Context: an optimization exercise on an open-source flow, tuned for small area. The choices shown serve that exercise and are no tape-out recipe.
The RTL was checked by simulation tests, not by an equivalence proof against the original design.
No activity file was given, so power comes from the tool's default toggle rates.

== run A ==
==> flow/design.v <==
`timescale 1ns/1ps
module word_store (
   input  logic        spi_clk,
   input  logic        commit,     
   input  logic [5:0]  addr,
   input  logic [4:0]  sel,        
   input  logic        wr_ins,     
   input  logic        wr_bit,
   input  logic        hold,       
   output logic        rbuf_bit    
);
   logic [31:0] ring [64];
   logic [31:0] rbuf;
   logic        tap;
   logic        rbuf_in;
   assign tap      = sel[4] ? ring[addr][15] : ring[addr][31];
   assign rbuf_bit = rbuf[{sel[4] & commit, sel[3:0]}];
   assign rbuf_in  = wr_ins ? wr_bit : (hold ? rbuf[31] : tap);
   for (genvar w = 0; w < 64; w++) begin : g_ring
      always_ff @(posedge spi_clk)
         ring[w] <= {ring[w][30:0],
                     (commit && addr == 6'(w)) ? rbuf_bit : ring[w][31]};
   end
   always_ff @(posedge spi_clk)
      rbuf <= {rbuf[30:0], rbuf_in};
endmodule
`timescale 1ns/1ps
module spi_mem_bridge
(
   input  logic        spi_clk,
   input  logic        spi_ss,
   input  logic        spi_mosi,
   output logic        spi_miso,
   output logic [2:0]  leds
);
   localparam logic [2:0] IDLE      = 3'b100,
                          IDLE_RD   = 3'b101,    
                          IDLE_ONE  = 3'b110,    
                          READ_BIT  = 3'b000,
                          WRITE_BIT = 3'b001,
                          READ_MEM  = 3'b010,
                          WRITE_MEM = 3'b011;
   logic [2:0]  bit_ctr;
   logic [2:0]  state;
   logic [3:0]  mem_ctr;
   logic [23:0] hist;        
   logic [7:0]  rx_byte;
   logic        byte_done;
   logic        idle;
   logic [7:0]  ctrl;
   logic        stat_bit;
   logic [4:0]  ph;
   logic [4:0]  sel;
   logic [5:0]  addr;
   logic        commit;
   logic        wr_ins;
   logic        hold;
   logic        rbuf_bit;
   logic [7:0]  reply;
   logic        data_out;
   assign byte_done = (bit_ctr == 3'd7);
   assign rx_byte   = {hist[6:0], spi_mosi};
   assign idle      = state[2];
   always_ff @(posedge spi_clk or posedge spi_ss) begin
      if (spi_ss) begin
         bit_ctr <= '0;
         state   <= IDLE;
         mem_ctr <= '0;
      end else begin
         bit_ctr <= bit_ctr + 3'd1;
         if (byte_done) begin
            if (idle) begin
               mem_ctr <= '0;
               case (rx_byte)
                  8'h01:  state <= READ_BIT;
                  8'h02: state <= WRITE_BIT;
                  8'h03:  state <= READ_MEM;
                  8'h04: state <= WRITE_MEM;
                  default:        state <= IDLE;
               endcase
            end else if (state == READ_BIT) begin
               state <= stat_bit ? IDLE_ONE : IDLE;
            end else if (state == WRITE_BIT) begin
               state <= IDLE;
            end else begin
               mem_ctr <= mem_ctr + 4'd1;
               if (mem_ctr == 4'd9)
                  state <= (state == READ_MEM) ? IDLE_RD : IDLE;
            end
         end
      end
   end
   always_ff @(posedge spi_clk)
      hist <= {hist[22:0], spi_mosi};
   always_ff @(posedge spi_clk or posedge spi_ss) begin
      if (spi_ss)
         ctrl <= '0;
      else if (byte_done && state == WRITE_BIT && !rx_byte[4])
         ctrl[rx_byte[3:1]] <= rx_byte[0];
   end
   assign leds = ~ctrl[2:0];
   assign stat_bit = (rx_byte[4:0] == 5'd16) || (rx_byte[4:0] == 5'd12) ||
                     (rx_byte[4:3] == 2'b00 && ctrl[rx_byte[2:0]]);
   always_ff @(posedge spi_clk)
      ph <= ph + 5'd1;
   assign wr_ins = (state == WRITE_MEM) && (mem_ctr >= 4'd3) && (mem_ctr <= 4'd6);
   assign hold   = commit || (state == WRITE_MEM);
   always_ff @(posedge spi_clk) begin
      if (byte_done && ((state == READ_MEM && mem_ctr == 4'd3) ||
                        (state == WRITE_MEM && mem_ctr == 4'd7)))
         addr <= rx_byte[7:2];
      if (wr_ins && mem_ctr == 4'd3 && bit_ctr == 3'd0)
         sel <= ~ph;
      else if (byte_done && state == READ_MEM && mem_ctr == 4'd3)
         sel <= ph + 5'd24;
      if (byte_done && state == WRITE_MEM && mem_ctr == 4'd8)
         commit <= 1'b1;
      else if ((state == READ_MEM || state == WRITE_MEM) && mem_ctr == 4'd3)
         commit <= 1'b0;
   end
   word_store store0 (
      .spi_clk, .commit, .addr, .sel, .wr_ins, .wr_bit (hist[23]), .hold,
      .rbuf_bit
   );
   always_comb begin
      reply = 8'h00;
      case (state)
         WRITE_MEM:
            case (mem_ctr)
               4'd1, 4'd2, 4'd3, 4'd4: reply = {4'd0, mem_ctr - 4'd1};   
               4'd6:                   reply = 8'h04;                    
               4'd7:                   reply = 8'h06;
               4'd8:                   reply = 8'h07;
               4'd9:                   reply = 8'hAA;
               default:                reply = 8'h00;
            endcase
         READ_MEM:
            case (mem_ctr)
               4'd5:    reply = 8'hAA;
               4'd6:    reply = 8'h04;                                   
               default: reply = 8'h00;
            endcase
         IDLE_ONE: reply = 8'h01;
         default:  reply = 8'h00;
      endcase
   end
   assign data_out = (state == READ_MEM && mem_ctr >= 4'd7) || (state == IDLE_RD);
   always_ff @(negedge spi_clk or posedge spi_ss) begin
      if (spi_ss)
         spi_miso <= 1'b0;
      else
         spi_miso <= data_out ? rbuf_bit : reply[~bit_ctr];
   end
endmodule
Settings: LEC_CHECK=0, CAP_MARGIN=20, CORE_MARGIN=2, CORE_UTILIZATION=60, PLACE_DENSITY=0.75, SLEW_MARGIN=20; clock period 10.0 ns.
standard.sh (not shown) runs the stock make flow with config.mk's settings and CLKGATE_MAP_FILE= SYNTH_SCRIPT=/design/flow/synth_recipe.tcl, a recipe that flattens the netlist after the stock synthesis.
==> flow/flow/run.sh <==
#!/bin/bash
# The standard layout, with clock tree synthesis told not to add dummy
# loads and to cluster up to 35 sinks within 80 um per leaf buffer.
set -euo pipefail
export CTS_ARGS="-sink_clustering_enable -repair_clock_nets -dont_use_dummy_load -sink_clustering_size 35 -sink_clustering_max_diameter 80"
bash standard.sh > standard.log 2>&1
Run A: flow completed, timing, DRC and antenna clean
Input-level comparison between run C and run A:
--- a/flow/design.v
+++ b/flow/design.v
@@ -33,13 +33,13 @@
    output logic        spi_miso,
    output logic [2:0]  leds
 );
-   localparam logic [2:0] IDLE      = 3'b100,
-                          IDLE_RD   = 3'b101,    
-                          IDLE_ONE  = 3'b110,    
-                          READ_BIT  = 3'b000,
-                          WRITE_BIT = 3'b001,
-                          READ_MEM  = 3'b010,
-                          WRITE_MEM = 3'b011;
+   localparam logic [2:0] IDLE    = 3'd0,
+                          READ_BIT  = 3'd1,
+                          WRITE_BIT = 3'd2,
+                          READ_MEM  = 3'd3,
+                          WRITE_MEM = 3'd4,
+                          IDLE_RD   = 3'd5,    
+                          IDLE_ONE  = 3'd6;    
    logic [2:0]  bit_ctr;
    logic [2:0]  state;
    logic [3:0]  mem_ctr;
@@ -60,7 +60,7 @@
    logic        data_out;
    assign byte_done = (bit_ctr == 3'd7);
    assign rx_byte   = {hist[6:0], spi_mosi};
-   assign idle      = state[2];
+   assign idle      = (state == IDLE) || (state == IDLE_RD) || (state == IDLE_ONE);
    always_ff @(posedge spi_clk or posedge spi_ss) begin
       if (spi_ss) begin
          bit_ctr <= '0;
==> run summary <==
Run C | stages: all done | timing, DRC, antenna: all pass
Relative to run A, area added between synthesis and finish has gone down in run C.
[compare] base=run A new=run C: effective utilization at floorplan did not really move; power per standard cell area level.
Compared to run A, run C has hold slack 0.022 ns higher.
Relative to run A, per-cell via count in the routed design has increased by 0.034 in run C.
Share of synthesized area occupied by flip-flops and latches: run C vs run A, no meaningful difference
Looking at run A and run C, the least setup slack across all paths after layout is a wash.
Global-route wire length before repair (higher): run C
For cell area, run A and run C come out practically identical.
Run A -> run C: overall power of the completed layout flat
Route | run C vs run A | wire longer in run C
The number of DRC violations after detailed routing on run A is in line with that on run C.
